This design comes from an exercise in tuning for small area and a short achievable clock period on the open sky130 flow, not from production work.
Only simulation tests tie the RTL to the original design; equivalence was not proved.
Power is estimated from default activity; no workload was simulated.

## flow/design.v

```verilog
module ingress_queue #(
	parameter int DEPTH  = 8,
	parameter int CTRL_W = 8,
	parameter int DATA_W = 16,
	parameter int PORTS  = 4,
	parameter int DEST_W = 2
) (
	input  logic                     clk,
	input  logic                     rst,
	input  logic                     wr_en,
	input  logic [CTRL_W-1:0]        din_ctrl,
	input  logic [DATA_W-1:0]        din_data,
	input  logic                     rd_en,
	output logic [CTRL_W+DATA_W-1:0] dout,
	output logic [PORTS-1:0]         req,
	output logic                     full
);
	localparam int W = CTRL_W + DATA_W;
	localparam int R = DEPTH - 1;  
	logic [W-1:0]     head;
	logic [W-1:0]     mem [R];
	logic [R-1:0]     wptr;
	logic [R-1:0]     rptr;
	logic [R-1:0]     wptr_nx;
	logic [R-1:0]     rptr_nx;
	logic             mem_ne;    
	logic             push;
	logic             pop;
	logic             ne;
	logic             mem_wr;
	logic             mem_rd;
	logic             head_ld;
	logic             mem_last;
	logic             mem_afull;
	logic [W-1:0]     din;
	logic [W-1:0]     mem_head;
	logic [PORTS-1:0] req_in;
	logic [PORTS-1:0] req_mem;
	assign din     = {din_ctrl, din_data};
	assign wptr_nx = {wptr[R-2:0], wptr[R-1]};
	assign rptr_nx = {rptr[R-2:0], rptr[R-1]};
	assign push   = wr_en && !full;
	assign pop    = rd_en;
	assign ne     = |req;
	assign head_ld = pop || !ne;
	assign mem_wr = push && ne && (mem_ne || !pop);
	assign mem_rd = pop && mem_ne;
	assign mem_last  = |(rptr_nx & wptr);
	assign mem_afull = |(wptr_nx & rptr);
	always_comb begin
		mem_head = '0;
		for (int k = 0; k < R; k++) begin
			mem_head = mem_head | ({W{rptr[k]}} & mem[k]);
		end
	end
	always_comb begin
		req_in  = '0;
		req_mem = '0;
		req_in[din_ctrl[DEST_W-1:0]]             = push;
		req_mem[mem_head[DATA_W +: DEST_W]]      = 1'b1;
	end
	assign dout = head;
	always_ff @(posedge clk) begin
		if (head_ld) begin
			head <= mem_ne ? mem_head : din;
		end
		for (int k = 0; k < R; k++) begin
			if (mem_wr && wptr[k]) begin
				mem[k] <= din;
			end
		end
	end
	always_ff @(posedge clk or negedge rst) begin
		if (!rst) begin
			wptr   <= R'(1);
			rptr   <= R'(1);
			mem_ne <= 1'b0;
			full   <= 1'b0;
			req    <= '0;
		end else begin
			if (mem_wr) begin
				wptr <= wptr_nx;
			end
			if (mem_rd) begin
				rptr <= rptr_nx;
			end
			mem_ne <= mem_wr || (mem_ne && !(mem_rd && mem_last));
			full   <= (full && !mem_rd) || (mem_wr && !mem_rd && mem_afull);
			if (head_ld) begin
				req <= mem_ne ? req_mem : req_in;
			end
		end
	end
endmodule
module port_scheduler #(
	parameter int PORTS = 4
) (
	input  logic [PORTS*PORTS-1:0] req,    
	output logic [PORTS*PORTS-1:0] grant,  
	output logic [PORTS-1:0]       grant_valid,
	output logic [PORTS-1:0]       rd_en
);
	logic [PORTS*PORTS-1:0] seen;  
	always_comb begin
		for (int o = 0; o < PORTS; o++) begin
			seen[o*PORTS] = 1'b0;
			for (int i = 1; i < PORTS; i++) begin
				seen[o*PORTS + i] = seen[o*PORTS + i - 1] | req[(i-1)*PORTS + o];
			end
			for (int i = 0; i < PORTS; i++) begin
				grant[o*PORTS + i] = req[i*PORTS + o] & ~seen[o*PORTS + i];
			end
			grant_valid[o] = seen[o*PORTS + PORTS - 1] | req[(PORTS-1)*PORTS + o];
		end
		for (int i = 0; i < PORTS; i++) begin
			rd_en[i] = 1'b0;
			for (int o = 0; o < PORTS; o++) begin
				rd_en[i] = rd_en[i] | grant[o*PORTS + i];
			end
		end
	end
endmodule
module crossbar_switch #(
	parameter int PORTS  = 4,
	parameter int CTRL_W = 8,
	parameter int DATA_W = 16
) (
	input  logic                             clk,
	input  logic                             rst,
	input  logic [PORTS*(CTRL_W+DATA_W)-1:0] head,
	input  logic [PORTS*PORTS-1:0]           grant,
	input  logic [PORTS-1:0]                 grant_valid,
	output logic [PORTS-1:0]                 out_wr,
	output logic [PORTS*(CTRL_W+DATA_W)-1:0] out_cell
);
	localparam int W = CTRL_W + DATA_W;
	logic [PORTS*W-1:0] sel;
	always_comb begin
		for (int o = 0; o < PORTS; o++) begin
			sel[o*W +: W] = {W{!grant_valid[o]}} & out_cell[o*W +: W];
			for (int i = 0; i < PORTS; i++) begin
				sel[o*W +: W] = sel[o*W +: W] | ({W{grant[o*PORTS + i]}} & head[i*W +: W]);
			end
		end
	end
	always_ff @(posedge clk or negedge rst) begin
		if (!rst) begin
			out_wr   <= '0;
			out_cell <= '0;
		end else begin
			out_wr   <= grant_valid;
			out_cell <= sel;
		end
	end
endmodule
module xbar_top (
	input  logic                    clk,
	input  logic                    rst,
	input  logic                    in_valid0,
	input  logic [8-1:0] in_ctrl0,
	input  logic [16-1:0] in_data0,
	input  logic                    in_valid1,
	input  logic [8-1:0] in_ctrl1,
	input  logic [16-1:0] in_data1,
	input  logic                    in_valid2,
	input  logic [8-1:0] in_ctrl2,
	input  logic [16-1:0] in_data2,
	input  logic                    in_valid3,
	input  logic [8-1:0] in_ctrl3,
	input  logic [16-1:0] in_data3,
	output logic                    in_full0,
	output logic                    in_full1,
	output logic                    in_full2,
	output logic                    in_full3,
	output logic                    out_wr0,
	output logic [8-1:0] out_ctrl0,
	output logic [16-1:0] out_data0,
	output logic                    out_wr1,
	output logic [8-1:0] out_ctrl1,
	output logic [16-1:0] out_data1,
	output logic                    out_wr2,
	output logic [8-1:0] out_ctrl2,
	output logic [16-1:0] out_data2,
	output logic                    out_wr3,
	output logic [8-1:0] out_ctrl3,
	output logic [16-1:0] out_data3
);
	localparam int P  = 4;
	localparam int CW = 8;
	localparam int DW = 16;
	localparam int W  = CW + DW;
	logic [P-1:0]   in_valid;
	logic [P-1:0]   in_full;
	logic [P*CW-1:0] in_ctrl;
	logic [P*DW-1:0] in_data;
	logic [P*W-1:0] head;
	logic [P*P-1:0] req;
	logic [P*P-1:0] grant;
	logic [P-1:0]   grant_valid;
	logic [P-1:0]   rd_en;
	logic [P-1:0]   out_wr;
	logic [P*W-1:0] out_cell;
	assign in_valid = {in_valid3, in_valid2, in_valid1, in_valid0};
	assign in_ctrl  = {in_ctrl3, in_ctrl2, in_ctrl1, in_ctrl0};
	assign in_data  = {in_data3, in_data2, in_data1, in_data0};
	assign {in_full3, in_full2, in_full1, in_full0} = in_full;
	assign {out_wr3, out_wr2, out_wr1, out_wr0}     = out_wr;
	assign {out_ctrl3, out_data3} = out_cell[3*W +: W];
	assign {out_ctrl2, out_data2} = out_cell[2*W +: W];
	assign {out_ctrl1, out_data1} = out_cell[1*W +: W];
	assign {out_ctrl0, out_data0} = out_cell[0*W +: W];
	for (genvar i = 0; i < P; i++) begin : g_queue
		ingress_queue u_queue (
			.clk      (clk),
			.rst      (rst),
			.wr_en    (in_valid[i]),
			.din_ctrl (in_ctrl[i*CW +: CW]),
			.din_data (in_data[i*DW +: DW]),
			.rd_en    (rd_en[i]),
			.dout     (head[i*W +: W]),
			.req      (req[i*P +: P]),
			.full     (in_full[i])
		);
	end
	port_scheduler u_sched (
		.req         (req),
		.grant       (grant),
		.grant_valid (grant_valid),
		.rd_en       (rd_en)
	);
	crossbar_switch u_switch (
		.clk         (clk),
		.rst         (rst),
		.head        (head),
		.grant       (grant),
		.grant_valid (grant_valid),
		.out_wr      (out_wr),
		.out_cell    (out_cell)
	);
endmodule
```

## flow/standard.sh

```bash
#!/bin/bash
# synth_recipe.tcl (not shown) runs the flow's synth.tcl, then flattens the netlist and writes it again
# the make line also repeats each setting of config.mk as NAME=value (left out here)
make -C /OpenROAD-flow-scripts/flow DESIGN_CONFIG=/design/flow/config.mk WORK_HOME=/design/flow/orfs CLKGATE_MAP_FILE= SYNTH_SCRIPT=/design/flow/synth_recipe.tcl "${@:-finish}"
```

## flow/config.mk

```make
export PLATFORM = sky130hd
export DESIGN_NAME = xbar_top
export DESIGN_NICKNAME = xbar_top
export VERILOG_FILES = /design/flow/design.v
export SDC_FILE = /design/flow/constraint.sdc
export NUM_CORES = 4
export LEC_CHECK = 0
export ABC_CLOCK_PERIOD_IN_PS = 1500
export CAP_MARGIN = 20
export CORE_MARGIN = 2
export CORE_UTILIZATION = 60
export CTS_CLUSTER_DIAMETER = 80
export CTS_CLUSTER_SIZE = 25
export PLACE_DENSITY = 0.7
export SETUP_SLACK_MARGIN = 1.9
export SLEW_MARGIN = 20
```

## flow/constraint.sdc

```tcl
create_clock -name core_clock -period 4.0 [get_ports {clk}]
set_input_delay 0.8000 -clock core_clock [delete_from_list [all_inputs] [get_ports {clk}]]
set_output_delay 0.8000 -clock core_clock [all_outputs]
set_load 0.01 [all_outputs]
```

## flow/flow/run.sh

```bash
#!/bin/bash
# Own layout flow: the standard flow (standard synthesis unchanged), with the
# port buffers made from plain buf_2 cells instead of the delay buffer that
# buffer_ports picks on its own. Every tool's output goes to the ORFS logs under
# orfs/logs/, and make's own output to flow_make.log in the work folder.
set -euo pipefail
export BUFFER_PORTS_ARGS="-buffer_cell sky130_fd_sc_hd__buf_2"
bash standard.sh finish > flow_make.log 2>&1
```

==> results.yml, run 1 <==
setup_path:
  reg2reg_to: "g_queue[3].u_queue.mem[2][22]"
  cp_data_arrival_time_ns: 2.49
  critical_path_class: "register to register"
  regToRegSetupSlack_ns: 1.88
  cell_chain_of_the_critical_path: "buf_4 -> nor4b_4 -> nor4_4 -> buf_6 -> o21a_4 -> and2_4"
  worstSetupEndpointType: "register"
  crit_path_start_kind: "register"
  path_delay_family: "simple AND/OR/NAND/NOR gates"
  r2r-start: "g_queue[0].u_queue.req[0]"
  timing.critical_path.buf_inv: 2
  r2r_cells: 6
  crit_start: "g_queue[0].u_queue.req[0]"
  critical-path-max-stage-delay_ns: 0.55
  crit_path_max_fanout: 12
  cp.required_ns: 4.37
  worst-path-stages: 6
  cp-endpoint: "g_queue[3].u_queue.mem[2][22]"
  critical-path-slowest-cell: "sky130_fd_sc_hd__dfrtp_4"
clock_tree:
  cts_buffer_count: 44
  clockBufferDepth: 3
  clock_latency_ns: 0.62
  cts.reportedPaths.clkPinSlew_ns: 0.10
  clock_tree_from_tritoncts: "done"
  clock_tree.htree_level_count: 2
  root_buffer: "sky130_fd_sc_hd__clkbuf_16"
  cts.sinks: 948
drt:
  routed-wl-met2_mm: 49.43
  drt-pass1-iter-count: 7
  wire_per_inst_um: 30.69
  route.detailed.vias_per_inst: 7.034
  final_antenna_net_count: 0
  drtIter0Drc: 3734
  detail_route.drc_violations: 0
  routed-wl-met3_mm: 11.67
  drt-met1-wl_mm: 40.25
  dr_total_vias: 24180
  top_layer: "met5"
  wirelength_mm: 105.5
flow_run:
  drv.max_cap_violation_count: 0
logic_synthesis:
  yosys.cell_types.count: 64
  synth_ff_type: "sky130_fd_sc_hd__edfxtp_1"
  combinational_family_with_the_most_area_after_synthesis: "compound AO/OA/AOI/OAI gates"
  synthTopCellsByCount: "768 x sky130_fd_sc_hd__edfxtp_1, 302 x sky130_fd_sc_hd__a22oi_1, 172 x sky130_fd_sc_hd__dfrtp_1"
  count_leader_synth: "sky130_fd_sc_hd__edfxtp_1"
  synth_cells: 2364
  xor_xnor_cell_area_share_of_the_yosys_netlist: 0
  synthArstFlopShare: 0.1899
  area_leader_netlist: "sky130_fd_sc_hd__edfxtp_1"
  synth_simple_gate_area_share: 0.05369
  top_cells_by_area_in_the_synthesized_netlist: "sky130_fd_sc_hd__edfxtp_1 63%, sky130_fd_sc_hd__dfrtp_1 12%, sky130_fd_sc_hd__a22oi_1 6.2%"
  synthAdderAreaFrac: 0.001358
  synth-seq-area-share: 0.7484
  synth-warning-count: 4
  yosysTopAreaCellShare: 0.6259
  muxShareOfSynthArea: 0.01942
  synth-edff-count: 768
  synth.avg_cell_area_um2: 15.59
  synth_compound_area_frac: 0.1549
  mappedNetlistArea_mm2: 0.03685
  synth_seq_cells: 948
sta:
  max_slew.worst_pin.slew_ns: 0.7657
  timing.setup.tns_ns: 0
  timing.final.hold_violations: 0
  number_of_setup_violations_in_the_final_report: 0
  skew_ns: 0.02154
  max_freq_ghz: 0.4727
  final_max_slew_viol_count: 0
  final.period_utilization: 0.5289
  finalWorstSetupSlack_ns: 1.884
  grt_setup_unrepaired: "yes"
  hold_ws_ns: 0.04278
  shortest_clock_period_the_worst_path_allows_after_layout_ns: 2.116
  slew_headroom: 0.4878
power:
  seq_power_share: 0.627
  power_switching_mw: 4.643
  switching_share: 0.2479
  comb_power_share: 0.100
  ir_drop_v: 0.0005022
  leakagePower_nw: 13.94
  share_clk_of_total_power: 0.273
  power.density_mw_per_mm2: 453.3
  internal-power_mw: 14.09
floorplan:
  die_area_mm2: 0.06341
  design.core.area_mm2: 0.06058
  die-width_um: 251.8
  initial_core_util: 0.6082
  ios: 206
  rows: 90
  die_h_um: 251.8
place:
  gp_congestion: 0.9026
  place_ws_ns: 0.9341
  port-buffer-count: 205
  dpl.cell_count: 3237
  dp_hpwl_mm: 62.15
global_routing:
  global_route_wire_length_before_repair_mm: 149.4
  leftover_overflow_at_the_end_of_global_routing: 0
  global_route.usage.total: 0.3211
  antenna_found_initial: 5
  first_global_vias: 22350
  grt_start_max_net_pins: 92
run_status:
  run_status: "no timing/DRC/antenna violations"
cells_and_area:
  area.growth.synth_to_final_pct: 12.14
  layout.cells.non_filler: 3438
  drive_gt1_frac: 0.2168
  layout.nets: 2722
hold_path:
  path_category_of_the_worst_min_delay_check: "input pin to asynchronous set/reset pin"
-- power groups by stage --
stage               clock network (mW)  logic, mW  registers (mW)
floorplan                            0      0.794            11.8
global placement                     0       1.72            11.9
detailed placement                   0       1.77            11.9
CTS                               5.17       1.80            11.7
global route                      5.50       2.01            11.7
finish                            5.12       1.87            11.7
-- flip-flops by register name, indices dropped and copies added (netlist names) --
signal,flops
g_queue.u_queue.wptr,28
g_queue.u_queue.head,96
u_switch.out_cell,96
g_queue.u_queue.mem_ne,4
u_switch.out_wr,4
g_queue.u_queue.full,4
g_queue.u_queue.rptr,28
g_queue.u_queue.req,16
g_queue.u_queue.mem,672
-- layer usage --
metal,vias to the layer above,GRT usage
li1,10170,-
met2,1629,0.5084
met1,12160,0.4636
met5,-,0
met3,222,0.05004
met4,4,0.1079
-- logic make-up after synthesis --
group,after synthesis
DFF,948
other,1
muxes,63
AOI/OAI and AO/OA,733
and+or+nand+nor,410
adders and majority gates,4
buffers and inverters,205
-- layout by cell type (no fill, tap or decap), drive strengths merged, types with 3 or more instances in the layout --
| cell | Yosys | routed |
|---|---|---|
| a21oi | 76 | 76 |
| a221o | 24 | 24 |
| a222oi | 103 | 103 |
| a22oi | 302 | 302 |
| a2bb2oi | 3 | 3 |
| a31o | 3 | 3 |
| a31oi | 5 | 5 |
| a41oi | 88 | 88 |
| and2 | 29 | 90 |
| and3 | 27 | 27 |
| buf | 41 | 295 |
| clkbuf | 143 | 79 |
| conb | 1 | 24 |
| dfrtp | 172 | 172 |
| dfstp | 8 | 8 |
| diode | 0 | 4 |
| edfxtp | 768 | 768 |
| ha | 4 | 4 |
| inv | 21 | 24 |
| mux2 | 62 | 62 |
| nand2 | 153 | 153 |
| nand2b | 7 | 7 |
| nand3 | 13 | 13 |
| nand4 | 6 | 6 |
| nor2 | 145 | 146 |
| nor2b | 4 | 4 |
| nor3b | 6 | 6 |
| nor4 | 7 | 7 |
| nor4b | 4 | 4 |
| o211a | 2 | 6 |
| o211ai | 73 | 73 |
| o21a | 3 | 6 |
| o21ai | 34 | 34 |
| o22ai | 4 | 4 |
| or4 | 3 | 3 |
-- cell type report --
type                            instances  area (µm²)
Sequential cell                       948       27630
Antenna cell                            4       10.01
Timing Repair inverter                  1       7.507
Timing Repair Buffer                  297        1824
Clock inverter                          5       51.30
Tap cell                              782       978.4
Inverter                               21       85.08
Multi-Input combinational cell       1303        9485
Fill cell                            4122       19260
Clock buffer                           77        1246
-- worst register-to-register path: stages, from the launching register on --
cell	delay (ns)
sky130_fd_sc_hd__dfrtp_4	0.55
sky130_fd_sc_hd__buf_4	0.20
sky130_fd_sc_hd__nor4b_4	0.34
sky130_fd_sc_hd__nor4_4	0.09
sky130_fd_sc_hd__buf_6	0.17
sky130_fd_sc_hd__o21a_4	0.28
sky130_fd_sc_hd__and2_4	0.24
-- stage by stage --
stage	total power, mW	utilization	cell area, µm²
finish	18.73	0.6820	41320
global route	19.25	0.6819	41310
CTS	18.70	0.6721	40720
detailed placement	13.72	0.6389	38710
global placement	13.65	0.6389	38710
floorplan	12.56	-	37000
-- how the worst min path moves through the flow --
| stage | startpoint | to |
|---|---|---|
| after floorplan | rst | g_queue[0].u_queue.full |
| after global placement | u_switch.out_cell[15] | u_switch.out_cell[15] |
| after detailed placement | u_switch.out_cell[14] | u_switch.out_cell[14] |
| after CTS | rst | u_switch.out_cell[13] |
| after global routing | rst | u_switch.out_cell[13] |
| final | rst | u_switch.out_wr[1] |
-- repair_timing --
action	4_1_cts	5_1_grt
hold buffers	0	0
endpoints found under the setup margin	859	679
resized for setup	93	56
cloned	38	33
pin swaps	33	19
setup buffers	22	22
==> inputs of run 2 (changes only) <==
--- a/flow/design.v
+++ b/flow/design.v
@@ -13,6 +13,7 @@
 	input  logic                     rd_en,
 	output logic [CTRL_W+DATA_W-1:0] dout,
 	output logic [PORTS-1:0]         req,
+	output logic [PORTS-1:0]         req_nx,
 	output logic                     full
 );
 	localparam int W = CTRL_W + DATA_W;
@@ -60,12 +61,13 @@
 		req_mem[mem_head[DATA_W +: DEST_W]]      = 1'b1;
 	end
 	assign dout = head;
+	assign req_nx = head_ld ? (mem_ne ? req_mem : req_in) : req;
 	always_ff @(posedge clk) begin
 		if (head_ld) begin
 			head <= mem_ne ? mem_head : din;
 		end
 		for (int k = 0; k < R; k++) begin
-			if (mem_wr && wptr[k]) begin
+			if (push && wptr[k]) begin
 				mem[k] <= din;
 			end
 		end
@@ -86,32 +88,45 @@
 			end
 			mem_ne <= mem_wr || (mem_ne && !(mem_rd && mem_last));
 			full   <= (full && !mem_rd) || (mem_wr && !mem_rd && mem_afull);
-			if (head_ld) begin
-				req <= mem_ne ? req_mem : req_in;
-			end
+			req <= req_nx;
 		end
 	end
 endmodule
 module port_scheduler #(
 	parameter int PORTS = 4
 ) (
-	input  logic [PORTS*PORTS-1:0] req,    
-	output logic [PORTS*PORTS-1:0] grant,  
+	input  logic                   clk,
+	input  logic                   rst,
+	input  logic [PORTS*PORTS-1:0] req_nx,  
+	output logic [PORTS*PORTS-1:0] grant,   
 	output logic [PORTS-1:0]       grant_valid,
 	output logic [PORTS-1:0]       rd_en
 );
-	logic [PORTS*PORTS-1:0] seen;  
+	logic [PORTS*PORTS-1:0] seen;      
+	logic [PORTS*PORTS-1:0] grant_nx;
+	logic [PORTS-1:0]       valid_nx;
 	always_comb begin
 		for (int o = 0; o < PORTS; o++) begin
 			seen[o*PORTS] = 1'b0;
 			for (int i = 1; i < PORTS; i++) begin
-				seen[o*PORTS + i] = seen[o*PORTS + i - 1] | req[(i-1)*PORTS + o];
+				seen[o*PORTS + i] = seen[o*PORTS + i - 1] | req_nx[(i-1)*PORTS + o];
 			end
 			for (int i = 0; i < PORTS; i++) begin
-				grant[o*PORTS + i] = req[i*PORTS + o] & ~seen[o*PORTS + i];
-			end
-			grant_valid[o] = seen[o*PORTS + PORTS - 1] | req[(PORTS-1)*PORTS + o];
-		end
+				grant_nx[o*PORTS + i] = req_nx[i*PORTS + o] & ~seen[o*PORTS + i];
+			end
+			valid_nx[o] = seen[o*PORTS + PORTS - 1] | req_nx[(PORTS-1)*PORTS + o];
+		end
+	end
+	always_ff @(posedge clk or negedge rst) begin
+		if (!rst) begin
+			grant       <= '0;
+			grant_valid <= '0;
+		end else begin
+			grant       <= grant_nx;
+			grant_valid <= valid_nx;
+		end
+	end
+	always_comb begin
 		for (int i = 0; i < PORTS; i++) begin
 			rd_en[i] = 1'b0;
 			for (int o = 0; o < PORTS; o++) begin
@@ -195,6 +210,7 @@
 	logic [P*DW-1:0] in_data;
 	logic [P*W-1:0] head;
 	logic [P*P-1:0] req;
+	logic [P*P-1:0] req_nx;
 	logic [P*P-1:0] grant;
 	logic [P-1:0]   grant_valid;
 	logic [P-1:0]   rd_en;
@@ -219,11 +235,14 @@
 			.rd_en    (rd_en[i]),
 			.dout     (head[i*W +: W]),
 			.req      (req[i*P +: P]),
+			.req_nx   (req_nx[i*P +: P]),
 			.full     (in_full[i])
 		);
 	end
 	port_scheduler u_sched (
-		.req         (req),
+		.clk         (clk),
+		.rst         (rst),
+		.req_nx      (req_nx),
 		.grant       (grant),
 		.grant_valid (grant_valid),
 		.rd_en       (rd_en)
--- a/flow/config.mk
+++ b/flow/config.mk
@@ -8,9 +8,9 @@
 export ABC_CLOCK_PERIOD_IN_PS = 1500
 export CAP_MARGIN = 20
 export CORE_MARGIN = 2
-export CORE_UTILIZATION = 60
+export CORE_UTILIZATION = 68
 export CTS_CLUSTER_DIAMETER = 80
 export CTS_CLUSTER_SIZE = 25
-export PLACE_DENSITY = 0.7
-export SETUP_SLACK_MARGIN = 1.9
+export PLACE_DENSITY = 0.78
+export SETUP_SLACK_MARGIN = 1.95
 export SLEW_MARGIN = 20
==> run 2 against run 1 <==
Effect of this change: still clean on timing, DRC and antenna; sequential power increased by 9%; critical path depth decreased by 4; first-iteration DRC count increased by 36%; clock-buffer cell count increased by 2; clock power about the same; synthesized cell count decreased by 8.6%; total power increased by 8.2%; sequential share of layout area increased by 2.4 points; critical endpoint is now g_queue[1].u_queue.mem[2][15]; highest routed layer unchanged.
==> results.yml, run 2 <==
logic_synthesis:
  yosys.cell_types.count: 61
  yosysTopAreaCellShare: 0.6353
  synthArstFlopShare: 0.2033
  synthTopCellsByCount: "768 x sky130_fd_sc_hd__edfxtp_1, 305 x sky130_fd_sc_hd__a22oi_1, 199 x sky130_fd_sc_hd__a222oi_1"
  synth_simple_gate_area_share: 0.04094
  synth-seq-area-share: 0.7706
  muxShareOfSynthArea: 0.01792
  area_leader_netlist: "sky130_fd_sc_hd__edfxtp_1"
  synth_seq_cells: 964
  top_cells_by_area_in_the_synthesized_netlist: "sky130_fd_sc_hd__edfxtp_1 64%, sky130_fd_sc_hd__dfrtp_1 13%, sky130_fd_sc_hd__a22oi_1 6.3%"
  synth-edff-count: 768
  count_leader_synth: "sky130_fd_sc_hd__edfxtp_1"
  synth.avg_cell_area_um2: 16.81
  mappedNetlistArea_mm2: 0.03630
  xor_xnor_cell_area_share_of_the_yosys_netlist: 0
  synth-warning-count: 4
  synth_cells: 2160
  synthAdderAreaFrac: 0.001379
  combinational_family_with_the_most_area_after_synthesis: "compound AO/OA/AOI/OAI gates"
  synth_ff_type: "sky130_fd_sc_hd__edfxtp_1"
  synth_compound_area_frac: 0.1489
setup_path:
  cp.required_ns: 4.25
  reg2reg_to: "g_queue[1].u_queue.mem[2][15]"
  r2r-start: "g_queue[1].u_queue.full"
  critical-path-max-stage-delay_ns: 0.74
  cp_data_arrival_time_ns: 2.41
  critical-path-slowest-cell: "sky130_fd_sc_hd__and2_2"
  worstSetupEndpointType: "register"
  regToRegSetupSlack_ns: 1.85
  crit_path_start_kind: "register"
  critical_path_class: "register to register"
  r2r_cells: 2
  cell_chain_of_the_critical_path: "nor2b_1 -> and2_2"
  crit_path_max_fanout: 24
cells_and_area:
  drive_gt1_frac: 0.2358
  layout.nets: 2504
  largest_register_ff_count: 672
  regMostFlops: "g_queue.u_queue.mem"
  finish.utilization: 0.7704
  area.growth.synth_to_final_pct: 11.74
  top_regs: "g_queue.u_queue.mem: 672 flops, g_queue.u_queue.head: 96 flops, u_switch.out_cell: 96 flops"
  layout_common_cells: "768 x sky130_fd_sc_hd__edfxtp_1, 303 x sky130_fd_sc_hd__a22oi_1, 199 x sky130_fd_sc_hd__a222oi_1"
  most_common_library_cell_in_the_layout_ignoring_fill_and_taps: "sky130_fd_sc_hd__edfxtp_1"
flow_run:
  drv.max_cap_violation_count: 0
global_routing:
  grt_start_max_net_pins: 109
  leftover_overflow_at_the_end_of_global_routing: 0
  antenna_found_initial: 2
  global_route.usage.total: 0.3428
  first_global_vias: 21680
  global_route_wire_length_before_repair_mm: 141.0
power:
  ir_drop_v: 0.0003402
  power.density_mw_per_mm2: 499.7
  leakagePower_nw: 14.02
drt:
  drt-pass1-iter-count: 14
  wirelength_mm: 98.56
  final_antenna_net_count: 0
  drtIter0Drc: 5080
  dr_total_vias: 23320
  route.detailed.vias_per_inst: 7.466
  wire_per_inst_um: 31.56
  detail_route.drc_violations: 0
run_status:
  run_status: "no timing/DRC/antenna violations"
clock_tree:
  clockBufferDepth: 3
  root_buffer: "sky130_fd_sc_hd__clkbuf_16"
  cts.sinks: 964
  cts_buffer_count: 44
  clock_tree.htree_level_count: 2
  cts.reportedPaths.clkPinSlew_ns: 0.09
  clock_latency_ns: 0.64
  clock_tree_from_tritoncts: "done"
sta:
  final.period_utilization: 0.5383
  skew_ns: 0.03737
  max_slew.worst_pin.slew_ns: 1.019
  timing.final.hold_violations: 0
  grt_setup_unrepaired: "yes"
  shortest_clock_period_the_worst_path_allows_after_layout_ns: 2.153
  final_max_slew_viol_count: 0
  slew_headroom: 0.3199
  timing.setup.tns_ns: 0
  number_of_setup_violations_in_the_final_report: 0
  hold_ws_ns: 0.2704
  max_freq_ghz: 0.4644
floorplan:
  ios: 206
  rows: 84
  initial_core_util: 0.6895
  die-width_um: 235.1
  die_area_mm2: 0.05525
  design.core.area_mm2: 0.05266
  die_h_um: 235.1
place:
  port-buffer-count: 205
  gp_congestion: 0.9025
  dp_hpwl_mm: 59.86
hold_path:
  path_category_of_the_worst_min_delay_check: "input pin to asynchronous set/reset pin"
## run 2: cell count changes in the layout (fill, tap and decap cells not counted), moves of 35 or more
cell,before,now
sky130_fd_sc_hd__o211ai_1,72,2
sky130_fd_sc_hd__nand2_1,150,103
sky130_fd_sc_hd__a222oi_1,103,199
sky130_fd_sc_hd__buf_6,5,46
sky130_fd_sc_hd__a21oi_1,76,5
sky130_fd_sc_hd__nor2_1,144,109
sky130_fd_sc_hd__and2_4,86,18
## run 2: kinds of logic after synthesis
logic type               Yosys count
AND/OR/NAND/NOR                  308
multiplexers                      58
buffers and inverters            188
adder cells (fa/ha/maj)            4
AO/OA/AOI/OAI                    637
flip-flops                       964
other                              1
## run 2: power breakdown
group / total [mW] / internal (mW) / switching [mW] / leakage [nW]
registers: 12.7 / 11.6 / 1.15 / 9.39
clock network: 5.13 / 2.17 / 2.96 / 0.613
logic: 2.40 / 1.03 / 1.37 / 4.02
total: 20.3 / 14.8 / 5.48 / 14.0
## run 2: timing repair
action                                  CTS  global route
hold buffers                              0             0
cloned                                    1             1
setup buffers                            44            53
gates resized for setup                  89            72
endpoints found under the setup margin  488           473
pin swaps                                18            20
## run 2: final cells by class
| class | count | area [µm²] |
|---|---|---|
| repair buffers | 335 | 2268 |
| inverters | 20 | 75.07 |
| flip-flops and latches | 964 | 28110 |
| diodes | 1 | 2.502 |
| well taps | 688 | 860.8 |
| clock buffers | 79 | 1257 |
| fillers | 2950 | 12090 |
| clock inverters | 3 | 28.78 |
| multi-input cells | 1033 | 7966 |
## run 2: layer usage
metal / part of all wire / global-route usage
met1: 0.35 / 0.4813
met5: 0.00067 / 0
met2: 0.47 / 0.5209
met3: 0.13 / 0.09117
met4: 0.050 / 0.1389
## run 2: worst max path at each step
stage                          startpoint                            end  slack [ns]  depth (start not counted)
2_1_floorplan                 in_ctrl3[0]              u_sched.grant[11]        1.83                          6
3_3_place_gp            u_sched.grant[15]         u_sched.grant_valid[3]        1.40                          5
3_5_place_dp            u_sched.grant[15]         u_sched.grant_valid[3]        1.33                          5
4_1_cts        g_queue[1].u_queue.rptr[0]         u_sched.grant_valid[0]        1.85                          5
5_1_grt           g_queue[1].u_queue.full  g_queue[1].u_queue.mem[4][13]        1.72                          2
6_report          g_queue[1].u_queue.full  g_queue[1].u_queue.mem[2][15]        1.85                          2
## run 2: critical path: cells and delay by family (launching register included)
| kind | cells | cell delay (ns) |
|---|---|---|
| and+or+nand+nor | 2 | 1.36 |
| DFF | 1 | 0.42 |
## run 2: stage by stage
stage / total power [mW] / cells / worst slack, ns / cell area [µm²]
after global placement: 14.69 / 2941 / 1.402 / 37970
after detailed placement: 14.75 / 2941 / 1.334 / 37970
after CTS: 19.90 / 3068 / 1.851 / 39890
final: 20.27 / 3123 / 1.847 / 40570
after floorplan: 13.36 / 2183 / 1.830 / 36470
after global routing: 20.74 / 3123 / 1.717 / 40570
==> inputs of run 3 (changes only) <==
==> flow/config.mk (replaced) <==
export PLATFORM = sky130hd
export DESIGN_NAME = xbar_top
export DESIGN_NICKNAME = xbar_top
export VERILOG_FILES = /design/flow/design.v
export SDC_FILE = /design/flow/constraint.sdc
export NUM_CORES = 4
export LEC_CHECK = 0
export ABC_CLOCK_PERIOD_IN_PS = 2000
export CAP_MARGIN = 20
export CORE_MARGIN = 2
export CORE_UTILIZATION = 60
export CTS_CLUSTER_DIAMETER = 80
export CTS_CLUSTER_SIZE = 25
export PLACE_DENSITY = 0.7
export SETUP_SLACK_MARGIN = 1.95
export SLEW_MARGIN = 20
==> run 3 against run 2 <==
Effect of this change: still clean; global-route usage fell by 3.0 points; sequential share of layout area rose by 0.094 points; synthesized cell count did not move; synthesized area did not move; total power fell by 0.32%; hold slack got worse by 0.18 ns; maximum frequency rose by 3.5%; setup slack improved by 0.072 ns; critical path type unchanged; largest cell class unchanged.
==> results.yml, run 3 <==
run_status:
  run_status: "no timing/DRC/antenna violations"
floorplan:
  design.core.area_mm2: 0.06013
  ios: 206
  die-width_um: 250.0
  die_area_mm2: 0.06249
  die_h_um: 250.0
  rows: 90
  initial_core_util: 0.6037
place:
  port-buffer-count: 205
  place_ws_ns: 1.220
  gp_congestion: 0.9694
  area_of_placed_instances_mm2: 0.03809
  dp_hpwl_mm: 62.05
setup_path:
  worstSetupEndpointType: "register"
  cp-endpoint: "u_sched.grant_valid[3]"
  regToRegSetupSlack_ns: 1.92
  r2r-start: "g_queue[1].u_queue.req[2]"
  reg2reg_to: "u_sched.grant_valid[3]"
  cp.required_ns: 4.51
  crit_path_max_fanout: 7
  r2r_cells: 5
  cp_data_arrival_time_ns: 2.59
  crit_path_start_kind: "register"
  critical_path_class: "register to register"
  crit_start: "g_queue[1].u_queue.req[2]"
clock_tree:
  clock_tree.htree_level_count: 2
  root_buffer: "sky130_fd_sc_hd__clkbuf_16"
  cts_buffer_count: 45
  hold_buffers: 0
  clock_tree_from_tritoncts: "done"
  clockBufferDepth: 3
  cts.sinks: 964
  cts.reportedPaths.clkPinSlew_ns: 0.10
  clock_latency_ns: 0.63
sta:
  timing.setup.tns_ns: 0
  max_slew.worst_pin.slew_ns: 1.136
  max_freq_ghz: 0.4805
  grt_setup_unrepaired: "yes"
  final_max_slew_viol_count: 0
  number_of_setup_violations_in_the_final_report: 0
  final.period_utilization: 0.5203
  shortest_clock_period_the_worst_path_allows_after_layout_ns: 2.081
  timing.final.hold_violations: 0
  slew_headroom: 0.2419
  skew_ns: 0.02318
  finalWorstSetupSlack_ns: 1.919
global_routing:
  antenna_found_initial: 7
  grt_start_max_net_pins: 113
  first_global_vias: 21530
  global_route_wire_length_before_repair_mm: 143.7
  leftover_overflow_at_the_end_of_global_routing: 0
  global_route.usage.total: 0.3129
logic_synthesis:
  mappedNetlistArea_mm2: 0.03630
  synth_cells: 2160
  synth-warning-count: 4
  synth-edff-count: 768
  synthTopCellsByCount: "768 x sky130_fd_sc_hd__edfxtp_1, 305 x sky130_fd_sc_hd__a22oi_1, 199 x sky130_fd_sc_hd__a222oi_1"
  synthArstFlopShare: 0.2033
  count_leader_synth: "sky130_fd_sc_hd__edfxtp_1"
  area_leader_netlist: "sky130_fd_sc_hd__edfxtp_1"
  synth_seq_cells: 964
  synth_ff_type: "sky130_fd_sc_hd__edfxtp_1"
  top_cells_by_area_in_the_synthesized_netlist: "sky130_fd_sc_hd__edfxtp_1 64%, sky130_fd_sc_hd__dfrtp_1 13%, sky130_fd_sc_hd__a22oi_1 6.3%"
  yosys.cell_types.count: 61
  yosysTopAreaCellShare: 0.6353
  synth.avg_cell_area_um2: 16.81
  synth-seq-area-share: 0.7706
drt:
  wire_per_inst_um: 31.34
  drt-pass1-iter-count: 12
  detail_route.drc_violations: 0
  dr_total_vias: 22650
  final_antenna_net_count: 0
  drtIter0Drc: 4177
  wirelength_mm: 100.1
  route.detailed.vias_per_inst: 7.094
cells_and_area:
  area.growth.synth_to_final_pct: 11.46
  fillCellCount: 4080
  top_regs: "g_queue.u_queue.mem: 672 flops, g_queue.u_queue.head: 96 flops, u_switch.out_cell: 96 flops"
  postLayoutCellArea_mm2: 0.04046
  regMostFlops: "g_queue.u_queue.mem"
  most_common_library_cell_in_the_layout_ignoring_fill_and_taps: "sky130_fd_sc_hd__edfxtp_1"
  largest_register_ff_count: 672
  layout_common_cells: "768 x sky130_fd_sc_hd__edfxtp_1, 303 x sky130_fd_sc_hd__a22oi_1, 199 x sky130_fd_sc_hd__a222oi_1"
  drive_gt1_frac: 0.2254
  layout.nets: 2481
power:
  ir_drop_v: 0.0003464
  power.density_mw_per_mm2: 499.4
  leakagePower_nw: 13.88
flow_run:
  drv.max_cap_violation_count: 0
hold_path:
  path_category_of_the_worst_min_delay_check: "input pin to asynchronous set/reset pin"
[run 3: kinds of logic after synthesis]
group | count (synthesis) | synth area share
and+or+nand+nor | 308 | 0.04094
DFF | 964 | 0.7706
muxes | 58 | 0.01792
adders and majority gates | 4 | 0.001379
AOI/OAI and AO/OA | 637 | 0.1489
buffers and inverters | 188 | 0.02009
other | 1 | 0.0001033
[run 3: final cells by class]
cell class,count,area (µm²),share of cell area
flip-flops and latches,964,28070,0.6938
multi-input cells,1033,8050,0.1990
repair buffers,311,1987,0.04910
clock buffers,75,1249,0.03086
well taps,782,978.4,0.02418
inverters,20,75.07,0.001855
clock inverters,6,45.04,0.001113
diodes,2,5.005,0.0001237
[run 3: per-stage QoR]
step	hold WS, ns	instances	total power [mW]	util
CTS	0.08598	3150	19.96	0.6631
detailed placement	0.4217	3036	14.79	0.6335
global placement	0.4207	3036	14.70	0.6335
finish	0.09395	3193	20.21	0.6729
global route	0.09466	3191	20.70	0.6728
floorplan	0.3537	2183	13.36	-
[run 3: worst min-delay path by stage]
| stage | from | end | slack [ns] | cells past startpoint |
|---|---|---|---|---|
| floorplan | u_sched.grant_valid[0] | u_switch.out_wr[0] | 0.35 | 0 |
| global placement | u_sched.grant_valid[3] | u_switch.out_wr[3] | 0.42 | 0 |
| finish | rst | g_queue[1].u_queue.full | 0.09 | 1 |
| detailed placement | u_sched.grant_valid[3] | u_switch.out_wr[3] | 0.42 | 0 |
| CTS | rst | g_queue[1].u_queue.wptr[5] | 0.09 | 1 |
| global route | rst | g_queue[1].u_queue.full | 0.09 | 1 |
[run 3: worst max-delay path, cell delays in order, from the launching register on]
cell	delay [ns]
sky130_fd_sc_hd__dfrtp_1	0.44
sky130_fd_sc_hd__or4_4	0.62
sky130_fd_sc_hd__nand2_8	0.12
sky130_fd_sc_hd__mux2i_1	0.22
sky130_fd_sc_hd__o211ai_1	0.20
sky130_fd_sc_hd__or3_1	0.36
[run 3: what timing repair did]
item,in CTS,in global routing
setup buffers,31,41
gates resized for setup,63,63
pin swaps,15,15
gates cloned,2,0
endpoints found under the setup margin,522,574
[run 3: per-layer routing]
metal / routed length, µm / up-vias / GRT usage
met5: 47 / - / 0
met4: 4522 / 8 / 0.1169
met3: 11290 / 281 / 0.06466
met2: 47250 / 1565 / 0.4920
met1: 36970 / 11350 / 0.4386
li1: - / 9452 / -
[run 3: power breakdown]
group | switching (mW) | leakage (nW) | internal, mW
Combinational | 1.51 | 3.85 | 0.969
Sequential | 0.985 | 9.41 | 11.6
Clock | 2.99 | 0.622 | 2.18
==> inputs of run 4 (changes only) <==
--- a/flow/config.mk
+++ b/flow/config.mk
@@ -11,6 +11,6 @@
 export CORE_UTILIZATION = 60
 export CTS_CLUSTER_DIAMETER = 80
 export CTS_CLUSTER_SIZE = 25
-export PLACE_DENSITY = 0.7
+export PLACE_DENSITY = 0.65
 export SETUP_SLACK_MARGIN = 1.95
 export SLEW_MARGIN = 20
==> run 4 against run 3 <==
Effect of this change: cell count is the same; synthesized area is the same; flip-flop and latch count is the same; clock skew is essentially flat; largest cell class unchanged; utilization grew 0.29 points; non-clock buffer count is the same; combinational power shrank 2%; total power grew 0.45%.
==> results.yml, run 4 <==
sta:
  timing.final.hold_violations: 0
  slew_headroom: 0.3221
  grt_setup_unrepaired: "yes"
  timing.setup.tns_ns: 0
  number_of_setup_violations_in_the_final_report: 0
  max_slew.worst_pin.slew_ns: 1.016
  final.period_utilization: 0.5516
  final_max_slew_viol_count: 0
  skew_ns: 0.02279
  max_freq_ghz: 0.4532
  shortest_clock_period_the_worst_path_allows_after_layout_ns: 2.207
logic_synthesis:
  count_leader_synth: "sky130_fd_sc_hd__edfxtp_1"
  synthArstFlopShare: 0.2033
  synth_ff_type: "sky130_fd_sc_hd__edfxtp_1"
  top_cells_by_area_in_the_synthesized_netlist: "sky130_fd_sc_hd__edfxtp_1 64%, sky130_fd_sc_hd__dfrtp_1 13%, sky130_fd_sc_hd__a22oi_1 6.3%"
  yosys.cell_types.count: 61
  mappedNetlistArea_mm2: 0.03630
  synth_cells: 2160
  yosysTopAreaCellShare: 0.6353
  synth-warning-count: 4
  area_leader_netlist: "sky130_fd_sc_hd__edfxtp_1"
  synth-seq-area-share: 0.7706
  synth_seq_cells: 964
  synth-edff-count: 768
  synthTopCellsByCount: "768 x sky130_fd_sc_hd__edfxtp_1, 305 x sky130_fd_sc_hd__a22oi_1, 199 x sky130_fd_sc_hd__a222oi_1"
  synth.avg_cell_area_um2: 16.81
clock_tree:
  clock_tree.htree_level_count: 2
  clock_latency_ns: 0.62
  clockBufferDepth: 3
  clock_tree_from_tritoncts: "done"
  cts_buffer_count: 44
  root_buffer: "sky130_fd_sc_hd__clkbuf_16"
  cts.reportedPaths.clkPinSlew_ns: 0.10
  cts.sinks: 964
global_routing:
  antenna_found_initial: 8
  first_global_vias: 21270
  global_route_wire_length_before_repair_mm: 144.2
  grt_start_max_net_pins: 85
  global_route.usage.total: 0.3137
  leftover_overflow_at_the_end_of_global_routing: 0
setup_path:
  critical_path_class: "register to register"
  crit_path_start_kind: "register"
  r2r_cells: 6
  cp_data_arrival_time_ns: 2.70
  cp.required_ns: 4.50
  crit_path_max_fanout: 27
  worstSetupEndpointType: "register"
cells_and_area:
  layout_common_cells: "768 x sky130_fd_sc_hd__edfxtp_1, 303 x sky130_fd_sc_hd__a22oi_1, 199 x sky130_fd_sc_hd__a222oi_1"
  area.growth.synth_to_final_pct: 11.93
  fillCellCount: 4146
  largest_register_ff_count: 672
  top_regs: "g_queue.u_queue.mem: 672 flops, g_queue.u_queue.head: 96 flops, u_switch.out_cell: 96 flops"
  drive_gt1_frac: 0.2304
  layout.cells.non_filler: 3193
  most_common_library_cell_in_the_layout_ignoring_fill_and_taps: "sky130_fd_sc_hd__edfxtp_1"
  layout.nets: 2481
  regMostFlops: "g_queue.u_queue.mem"
floorplan:
  design.core.area_mm2: 0.06013
  ios: 206
  die-width_um: 250.0
  die_area_mm2: 0.06249
  die_h_um: 250.0
  rows: 90
  initial_core_util: 0.6037
power:
  power.density_mw_per_mm2: 499.5
  ir_drop_v: 0.0004461
  leakagePower_nw: 13.92
place:
  dp_hpwl_mm: 60.83
  gp_congestion: 0.9028
  dpl.cell_count: 3035
  port-buffer-count: 205
drt:
  wirelength_mm: 99.86
  detail_route.drc_violations: 0
  dr_total_vias: 22360
  final_antenna_net_count: 0
  drtIter0Drc: 3591
  route.detailed.vias_per_inst: 7.004
  drt-pass1-iter-count: 10
  wire_per_inst_um: 31.27
hold_path:
  path_category_of_the_worst_min_delay_check: "input pin to asynchronous set/reset pin"
flow_run:
  drv.max_cap_violation_count: 0
run_status:
  run_status: "no timing/DRC/antenna violations"
-- run 4: changes by cell type in the layout (fill, tap and decap cells not counted), sizes merged --
| cell | delta |
|---|---|
| buf | -2 |
| inv | -3 |
| bufbuf | +2 |
| nand2 | +1 |
| clkinv | -2 |
| clkbuf | +4 |
-- run 4: where the power goes --
| part | switching, mW | internal, mW | total (mW) |
|---|---|---|---|
| combinational | 1.36 | 1.07 | 2.43 |
| sequential | 1.12 | 11.6 | 12.7 |
| clock | 2.95 | 2.21 | 5.15 |
| total | 5.43 | 14.9 | 20.3 |
-- run 4: final timing paths --
check / slack (ns) / from / endpoint
setup reg to reg: 1.79 / g_queue[0].u_queue.rptr[1] / u_sched.grant_valid[3]
hold / removal: 0.20 / rst / g_queue[3].u_queue.rptr[4]
hold reg to reg: 0.44 / u_sched.grant_valid[1] / u_switch.out_wr[1]
setup / recovery: 1.79 / g_queue[0].u_queue.rptr[1] / u_sched.grant_valid[3]
max in group asynchronous: 2.77 / rst / u_sched.grant[2]
min in group core_clock: 0.44 / u_sched.grant_valid[1] / u_switch.out_wr[1]
-- run 4: what timing repair did --
action                     in CTS  in global routing
resized for setup             107                 56
setup endpoints to repair     689                415
pin swaps                      24                 12
setup buffers                  52                 19
hold buffers                    0                  0
gates cloned                    5                  0
-- run 4: cell families after synthesis --
kind of cell	synth area share
AO/OA/AOI/OAI	0.1489
adder cells (fa/ha/maj)	0.001379
buffers and inverters	0.02009
flip-flops	0.7706
multiplexers	0.01792
other	0.0001033
AND/OR/NAND/NOR	0.04094
-- run 4: critical path, stage by stage, from the launching register on --
cell	delay, ns
sky130_fd_sc_hd__dfrtp_1	0.37
sky130_fd_sc_hd__buf_4	0.25
sky130_fd_sc_hd__a22oi_1	0.40
sky130_fd_sc_hd__nand3_4	0.15
sky130_fd_sc_hd__a32oi_4	0.31
sky130_fd_sc_hd__o211ai_1	0.24
sky130_fd_sc_hd__or3_1	0.35
-- run 4: area by class of cell --
cell class                 instances  area (µm²)  area share
antenna                            2       5.005   0.0001232
clock buffer                      79        1285     0.03162
clock inverter                     1       5.005   0.0001232
inverter                          20       75.07    0.001848
multi-input combinational       1034        8030      0.1976
sequential                       964       28090      0.6912
tap                              782       978.4     0.02408
timing repair buffer             311        2167     0.05333
-- run 4: stage by stage --
stage	utilization	instance area [µm²]	hold WS [ns]	setup slack, ns	total power [mW]
CTS	0.6691	40240	0.2198	1.811	20.11
detailed placement	0.6334	38090	0.4036	1.271	14.77
global placement	0.6334	38090	0.3982	1.337	14.73
floorplan	-	36470	0.3537	1.830	13.36
global route	0.6757	40630	0.2410	1.684	20.88
finish	0.6757	40630	0.1997	1.793	20.30
-- run 4: per-layer routing --
layer,vias to the layer above,routed length [µm],track usage
met2,1309,47850,0.4994
met3,194,9477,0.05611
met1,11390,38900,0.4497
li1,9467,-,-
met4,6,3590,0.09444
met5,-,31,0
==> inputs of run 5 (changes only) <==
==> flow/flow/run.sh (replaced) <==
#!/bin/bash
# Own layout flow: the standard flow (standard synthesis unchanged), with
#  - the port buffers made from plain buf_2 cells instead of the delay buffer
#    that buffer_ports picks on its own;
#  - clock tree synthesis without dummy loads.
# Every tool's output goes to the ORFS logs under orfs/logs/, and make's own
# output to flow_make.log in the work folder.
set -euo pipefail
export BUFFER_PORTS_ARGS="-buffer_cell sky130_fd_sc_hd__buf_2"
export CTS_ARGS="-sink_clustering_enable -repair_clock_nets -sink_clustering_size 25 -sink_clustering_max_diameter 80 -dont_use_dummy_load"
bash standard.sh finish > flow_make.log 2>&1
==> flow/config.mk (replaced) <==
export PLATFORM = sky130hd
export DESIGN_NAME = xbar_top
export DESIGN_NICKNAME = xbar_top
export VERILOG_FILES = /design/flow/design.v
export SDC_FILE = /design/flow/constraint.sdc
export NUM_CORES = 4
export LEC_CHECK = 0
export ABC_CLOCK_PERIOD_IN_PS = 1500
export CAP_MARGIN = 20
export CORE_MARGIN = 2
export CORE_UTILIZATION = 60
export CTS_CLUSTER_DIAMETER = 80
export CTS_CLUSTER_SIZE = 25
export PLACE_DENSITY = 0.7
export SETUP_SLACK_MARGIN = 1.9
export SLEW_MARGIN = 20
==> run 5 against run 4 <==
Effect of this change: clock power down 5.6%; first-iteration DRC count up 5.4%; non-clock buffer count fell by 36; via count decreased by 0.35%; register-to-register slack improved by 0.04 ns; global-route usage fell by 1.0 points; sequential share of layout area is 1.3 points higher; design area fell by 2.0%; critical path type unchanged.
==> results.yml, run 5 <==
run_status:
  run_status: "no timing/DRC/antenna violations"
clock_tree:
  clockBufferDepth: 3
  cts.reportedPaths.clkPinSlew_ns: 0.10
  root_buffer: "sky130_fd_sc_hd__clkbuf_16"
  cts.sinks: 964
  hold_buffers: 0
  clock_latency_ns: 0.62
  cts_buffer_count: 45
  clock_tree.htree_level_count: 2
  clock_tree_from_tritoncts: "done"
logic_synthesis:
  synth_ff_type: "sky130_fd_sc_hd__edfxtp_1"
  synthArstFlopShare: 0.2033
  xor_xnor_cell_area_share_of_the_yosys_netlist: 0
  synth-seq-area-share: 0.7706
  area_leader_netlist: "sky130_fd_sc_hd__edfxtp_1"
  mappedNetlistArea_mm2: 0.03630
  synth-warning-count: 4
  synth_seq_cells: 964
  synth_cells: 2160
  synth_simple_gate_area_share: 0.04094
  synth-edff-count: 768
  yosys.cell_types.count: 61
  synth_compound_area_frac: 0.1489
  top_cells_by_area_in_the_synthesized_netlist: "sky130_fd_sc_hd__edfxtp_1 64%, sky130_fd_sc_hd__dfrtp_1 13%, sky130_fd_sc_hd__a22oi_1 6.3%"
  combinational_family_with_the_most_area_after_synthesis: "compound AO/OA/AOI/OAI gates"
  synthAdderAreaFrac: 0.001379
  yosysTopAreaCellShare: 0.6353
  synth.avg_cell_area_um2: 16.81
  muxShareOfSynthArea: 0.01792
  synthTopCellsByCount: "768 x sky130_fd_sc_hd__edfxtp_1, 305 x sky130_fd_sc_hd__a22oi_1, 199 x sky130_fd_sc_hd__a222oi_1"
  count_leader_synth: "sky130_fd_sc_hd__edfxtp_1"
drt:
  final_antenna_net_count: 0
  drt-pass1-iter-count: 12
  drtIter0Drc: 3786
  route.detailed.vias_per_inst: 7.133
  wirelength_mm: 95.96
  routed-wl-met2_mm: 44.80
  top_layer: "met5"
  wire_per_inst_um: 30.72
  dr_total_vias: 22290
  detail_route.drc_violations: 0
  drt-met1-wl_mm: 36.35
  routed-wl-met3_mm: 11.57
setup_path:
  cp_data_arrival_time_ns: 2.66
  crit_start: "g_queue[1].u_queue.req[1]"
  critical-path-max-stage-delay_ns: 0.63
  r2r_cells: 5
  worstSetupEndpointType: "register"
  critical-path-slowest-cell: "sky130_fd_sc_hd__or4_4"
  critical_path_class: "register to register"
  worst-path-stages: 5
  r2r-start: "g_queue[1].u_queue.req[1]"
  cell_chain_of_the_critical_path: "or4_4 -> nand2_8 -> mux2i_1 -> o211ai_1 -> or3_1"
  timing.critical_path.buf_inv: 0
  cp.required_ns: 4.50
  crit_path_max_fanout: 15
  path_delay_family: "simple AND/OR/NAND/NOR gates"
  crit_path_start_kind: "register"
global_routing:
  global_route.usage.total: 0.3033
  first_global_vias: 21080
  global_route_wire_length_before_repair_mm: 140.2
  antenna_found_initial: 6
  leftover_overflow_at_the_end_of_global_routing: 0
  grt_start_max_net_pins: 89
power:
  ir_drop_v: 0.0003814
  leakagePower_nw: 13.63
  power.density_mw_per_mm2: 494.5
sta:
  final.period_utilization: 0.5411
  max_freq_ghz: 0.4621
  slew_headroom: 0.2509
  skew_ns: 0.02575
  number_of_setup_violations_in_the_final_report: 0
  grt_setup_unrepaired: "yes"
  shortest_clock_period_the_worst_path_allows_after_layout_ns: 2.164
  timing.final.hold_violations: 0
  final_max_slew_viol_count: 0
  timing.setup.tns_ns: 0
  max_slew.worst_pin.slew_ns: 1.122
place:
  dp_hpwl_mm: 59.88
  gp_congestion: 0.9010
  port-buffer-count: 205
  area_of_placed_instances_mm2: 0.03813
  dpl.cell_count: 3040
cells_and_area:
  finish.utilization: 0.6620
  regMostFlops: "g_queue.u_queue.mem"
  drive_gt1_frac: 0.2028
  layout_common_cells: "768 x sky130_fd_sc_hd__edfxtp_1, 305 x sky130_fd_sc_hd__a22oi_1, 204 x sky130_fd_sc_hd__buf_2"
  top_regs: "g_queue.u_queue.mem: 672 flops, g_queue.u_queue.head: 96 flops, u_switch.out_cell: 96 flops"
  largest_register_ff_count: 672
  postLayoutCellArea_mm2: 0.03981
  most_common_library_cell_in_the_layout_ignoring_fill_and_taps: "sky130_fd_sc_hd__edfxtp_1"
  layout.nets: 2445
  area.growth.synth_to_final_pct: 9.647
  fillCellCount: 4100
  layout.cells.non_filler: 3124
floorplan:
  die_area_mm2: 0.06249
  ios: 206
  die_h_um: 250.0
  design.core.area_mm2: 0.06013
  die-width_um: 250.0
  initial_core_util: 0.6037
  rows: 90
hold_path:
  path_category_of_the_worst_min_delay_check: "input pin to asynchronous set/reset pin"
flow_run:
  drv.max_cap_violation_count: 0
-- run 5: power breakdown --
part           switching [mW]  leakage (nW)  internal (mW)
clock network            2.85         0.555           2.02
registers               0.811          9.44           11.6
logic                    1.54          3.64          0.898
total                    5.20          13.6           14.5
-- run 5: cell families (layout without fill, tap and decap cells) --
| group | Yosys count | in the layout |
|---|---|---|
| adder cells (fa/ha/maj) | 4 | 4 |
| AND/OR/NAND/NOR | 308 | 310 |
| buffers and inverters | 188 | 340 |
| multiplexers | 58 | 58 |
| flip-flops | 964 | 964 |
| other | 1 | 29 |
| AO/OA/AOI/OAI | 637 | 637 |
-- run 5: worst paths after layout --
| check | to | slack [ns] |
|---|---|---|
| hold reg to reg | u_switch.out_wr[2] | 0.45 |
| hold / removal | g_queue[3].u_queue.rptr[2] | 0.16 |
| setup / recovery | u_sched.grant_valid[3] | 1.84 |
| min in group core_clock | g_queue[2].u_queue.mem[0][9] | 0.45 |
| max in group asynchronous | g_queue[0].u_queue.req[1] | 2.83 |
| setup reg to reg | u_sched.grant_valid[3] | 1.84 |
-- run 5: through the flow --
stage                     power, mW  hold WS, ns  worst slack (ns)
after floorplan               13.36       0.3537             1.875
after global placement        14.63       0.4173             1.294
after detailed placement      14.71       0.4142             1.191
after CTS                     19.54       0.1783             1.753
after global routing          20.24       0.2095             1.786
final                         19.68       0.1559             1.836
-- run 5: area by class of cell --
cell class,count,area [µm²],share of cell area
Antenna cell,5,12.51,0.0003143
Clock buffer,45,1126,0.02829
Inverter,20,100.1,0.002515
Multi-Input combinational cell,1033,7931,0.1993
Sequential cell,964,28040,0.7043
Tap cell,782,978.4,0.02458
Timing Repair Buffer,275,1622,0.04074
-- run 5: timing repair --
action	CTS	global route
cloned	2	0
gates resized for setup	43	38
pin swaps	13	14
setup buffers	16	16
endpoints found under the setup margin	371	392
-- run 5: layer usage --
metal  track usage  up-vias
met2        0.4669     1465
met5             0        -
met3       0.07655      182
li1              -     9351
met4       0.09358        6
met1        0.4332    11280
==> inputs of run 6 (changes only) <==
==> flow/config.mk (replaced) <==
export PLATFORM = sky130hd
export DESIGN_NAME = xbar_top
export DESIGN_NICKNAME = xbar_top
export VERILOG_FILES = /design/flow/design.v
export SDC_FILE = /design/flow/constraint.sdc
export NUM_CORES = 4
export LEC_CHECK = 0
export ABC_CLOCK_PERIOD_IN_PS = 2000
export CAP_MARGIN = 20
export CORE_MARGIN = 2
export CORE_UTILIZATION = 60
export CTS_CLUSTER_DIAMETER = 80
export CTS_CLUSTER_SIZE = 25
export PLACE_DENSITY = 0.7
export SETUP_SLACK_MARGIN = 1.95
export SLEW_MARGIN = 20
export TNS_END_PERCENT = 30
==> run 6 against run 5 <==
Effect of this change: still clean on timing, DRC and antenna; sequential power about the same; sequential share of layout area decreased by 0.27 points; setup slack lost 0.066 ns; non-clock buffer count grew 27; synthesized area unchanged; largest power group unchanged; highest routed layer unchanged.
==> results.yml, run 6 <==
logic_synthesis:
  synth-seq-area-share: 0.7706
  count_leader_synth: "sky130_fd_sc_hd__edfxtp_1"
  area_leader_netlist: "sky130_fd_sc_hd__edfxtp_1"
  mappedNetlistArea_mm2: 0.03630
  yosysTopAreaCellShare: 0.6353
  synth_seq_cells: 964
  yosys.cell_types.count: 61
  synth.avg_cell_area_um2: 16.81
  synthArstFlopShare: 0.2033
  synth-edff-count: 768
  synth_ff_type: "sky130_fd_sc_hd__edfxtp_1"
  top_cells_by_area_in_the_synthesized_netlist: "sky130_fd_sc_hd__edfxtp_1 64%, sky130_fd_sc_hd__dfrtp_1 13%, sky130_fd_sc_hd__a22oi_1 6.3%"
  synthTopCellsByCount: "768 x sky130_fd_sc_hd__edfxtp_1, 305 x sky130_fd_sc_hd__a22oi_1, 199 x sky130_fd_sc_hd__a222oi_1"
  synth_cells: 2160
  synth-warning-count: 4
setup_path:
  crit_start: "g_queue[0].u_queue.rptr[2]"
  crit_path_start_kind: "register"
  cell_chain_of_the_critical_path: "a222oi_1 -> nand3_2 -> a32oi_4 -> o211ai_1 -> or3_1"
  critical-path-slowest-cell: "sky130_fd_sc_hd__a222oi_1"
  worstSetupEndpointType: "register"
  cp_data_arrival_time_ns: 2.70
  r2r-start: "g_queue[0].u_queue.rptr[2]"
  timing.critical_path.buf_inv: 0
  crit_path_max_fanout: 3
  cp.required_ns: 4.47
  path_delay_family: "compound AO/OA/AOI/OAI gates"
  critical_path_class: "register to register"
  critical-path-max-stage-delay_ns: 0.48
cells_and_area:
  top_regs: "g_queue.u_queue.mem: 672 flops, g_queue.u_queue.head: 96 flops, u_switch.out_cell: 96 flops"
  layout.nets: 2474
  largest_register_ff_count: 672
  ff_latch_area_mm2: 0.02805
  fillCellCount: 4154
  area.growth.synth_to_final_pct: 10.12
  most_common_library_cell_in_the_layout_ignoring_fill_and_taps: "sky130_fd_sc_hd__edfxtp_1"
  regMostFlops: "g_queue.u_queue.mem"
  finish.utilization: 0.6648
  multi_input_area_mm2: 0.007849
  layout_common_cells: "768 x sky130_fd_sc_hd__edfxtp_1, 305 x sky130_fd_sc_hd__a22oi_1, 204 x sky130_fd_sc_hd__buf_2"
  drive_gt1_frac: 0.2041
floorplan:
  rows: 90
  initial_core_util: 0.6037
  design.core.area_mm2: 0.06013
  die_h_um: 250.0
  ios: 206
  die_area_mm2: 0.06249
  die-width_um: 250.0
global_routing:
  global_route.usage.total: 0.3148
  grt_start_max_net_pins: 88
  antenna_found_initial: 2
  global_route_wire_length_before_repair_mm: 144.6
  first_global_vias: 21530
  leftover_overflow_at_the_end_of_global_routing: 0
clock_tree:
  cts.sinks: 964
  clock_tree_from_tritoncts: "done"
  clockBufferDepth: 3
  root_buffer: "sky130_fd_sc_hd__clkbuf_16"
  hold_buffers: 0
  cts.reportedPaths.clkPinSlew_ns: 0.09
  clock_latency_ns: 0.61
  cts_buffer_count: 46
  clock_tree.htree_level_count: 2
drt:
  detail_route.drc_violations: 0
  drt-pass1-iter-count: 12
  wirelength_mm: 99.38
  drtIter0Drc: 4267
  route.detailed.vias_per_inst: 7.121
  dr_total_vias: 22420
  wire_per_inst_um: 31.56
  final_antenna_net_count: 0
place:
  port-buffer-count: 205
  dp_hpwl_mm: 61.18
  place_ws_ns: 1.164
  gp_congestion: 0.9215
flow_run:
  drv.max_cap_violation_count: 0
sta:
  slew_headroom: 0.2536
  timing.setup.tns_ns: 0
  final_max_slew_viol_count: 0
  timing.final.hold_violations: 0
  max_slew.worst_pin.slew_ns: 1.118
  skew_ns: 0.06388
  final.period_utilization: 0.5576
  number_of_setup_violations_in_the_final_report: 0
  finalWorstSetupSlack_ns: 1.770
  grt_setup_unrepaired: "yes"
  max_freq_ghz: 0.4483
  shortest_clock_period_the_worst_path_allows_after_layout_ns: 2.230
power:
  seq_power_share: 0.640
  power_switching_mw: 5.304
  internal-power_mw: 14.48
  comb_power_share: 0.112
  ir_drop_v: 0.0004686
  share_clk_of_total_power: 0.248
  power.density_mw_per_mm2: 495.0
  leakagePower_nw: 13.76
  switching_share: 0.2681
hold_path:
  path_category_of_the_worst_min_delay_check: "input pin to asynchronous set/reset pin"
run_status:
  run_status: "no timing/DRC/antenna violations"
-- run 6: cell count changes in the layout (fill, tap and decap cells not counted), sizes merged --
cell,delta
diode,-4
buf,+26
nand2,+1
clkbuf,+2
-- run 6: worst paths after layout --
| path | to | slack, ns | cells after the start |
|---|---|---|---|
| setup / recovery | u_sched.grant_valid[3] | 1.77 | 5 |
| hold / removal | g_queue[3].u_queue.rptr[1] | 0.19 | 1 |
| setup reg to reg | u_sched.grant_valid[3] | 1.77 | 5 |
| hold reg to reg | u_switch.out_wr[3] | 0.38 | 0 |
| max in group asynchronous | g_queue[0].u_queue.rptr[6] | 2.71 | 2 |
| min in group core_clock | u_switch.out_wr[3] | 0.38 | 0 |
-- run 6: cell type report --
type,instances,area share
Antenna cell,1,0.00006260
Clock buffer,46,0.02879
Inverter,20,0.001878
Multi-Input combinational cell,1034,0.1963
Sequential cell,964,0.7016
Tap cell,782,0.02448
Timing Repair Buffer,302,0.04682
-- run 6: routing by layer --
layer	vias up	global-route usage	wire length [µm]
met5	-	0	13
met4	2	0.1085	3891
met3	210	0.06404	11390
met2	1515	0.4952	47060
met1	11290	0.4456	37030
li1	9408	-	-
-- run 6: power groups by stage --
stage | clock network, mW | logic [mW] | registers, mW
6_report | 4.91 | 2.21 | 12.7
2_1_floorplan | 0 | 1.03 | 12.3
3_3_place_gp | 0 | 1.96 | 12.8
5_1_grt | 5.31 | 2.36 | 12.7
3_5_place_dp | 0 | 2.02 | 12.8
4_1_cts | 4.97 | 2.16 | 12.6
-- run 6: logic make-up (layout without fill, tap and decap cells) --
family | Yosys count | after routing | synth area share
multiplexers | 58 | 58 | 0.01792
buffers and inverters | 188 | 368 | 0.02009
flip-flops | 964 | 964 | 0.7706
other | 1 | 25 | 0.0001033
AND/OR/NAND/NOR | 308 | 311 | 0.04094
AO/OA/AOI/OAI | 637 | 637 | 0.1489
adder cells (fa/ha/maj) | 4 | 4 | 0.001379
-- run 6: metrics by stage --
step,power (mW),cell area [µm²],hold slack [ns],std cells
3_5_place_dp,14.81,38200,0.3782,3056
2_1_floorplan,13.36,36420,0.3537,2183
5_1_grt,20.33,39970,0.2371,3148
4_1_cts,19.71,39850,0.2060,3142
3_3_place_gp,14.75,38200,0.3774,3056
6_report,19.79,39980,0.1904,3149
-- run 6: worst reg2reg max path, delay by kind of cell, from the launching register on --
| family | cells | cell delay [ns] |
|---|---|---|
| simple gates | 2 | 0.56 |
| flops | 1 | 0.42 |
| compound gates | 3 | 1.10 |
-- run 6: timing repair --
| item | CTS | global route |
|---|---|---|
| pin swaps | 19 | 7 |
| cloned | 3 | 1 |
| resized for setup | 57 | 19 |
| setup buffers | 37 | 5 |
| setup endpoints to repair | 409 | 274 |

what the ideal ports hide:
No port has a modelled driver above. Below, the same layouts with a new extraction and two added sets of constraints. Step 1 assumes that a clkbuf_16 drives the clock port and a buf_2 every other input. Step 2 also shifts input and output timing later by t, the mid clock arrival at the registers, as if the neighbouring blocks saw the same clock. Slacks: ideal ports / drivers / drivers and shift; pairs: ideal ports / drivers.
run | t, ns | slack for setup (ns) | worst slew at a driven data input, ns | pins driven straight from the clock port
run 1 | 0.674 | 1.884 / 1.840 / 1.495 | 0.08 | 1
run 2 | 0.680 | 1.847 / 1.847 / 1.271 | 0.07 | 1
run 3 | 0.677 | 1.919 / 1.862 / 1.292 | 0.07 | 1
run 4 | 0.673 | 1.793 / 1.793 / 1.274 | 0.09 | 1
run 5 | 0.663 | 1.836 / 1.836 / 1.340 | 0.10 | 1
run 6 | 0.649 | 1.770 / 1.770 / 1.158 | 0.10 | 1
After both steps every run listed still meets setup and hold. For run 3, which loses most, drivers alone change the setup slack by -0.057 ns; drivers and shift together by -0.627 ns.
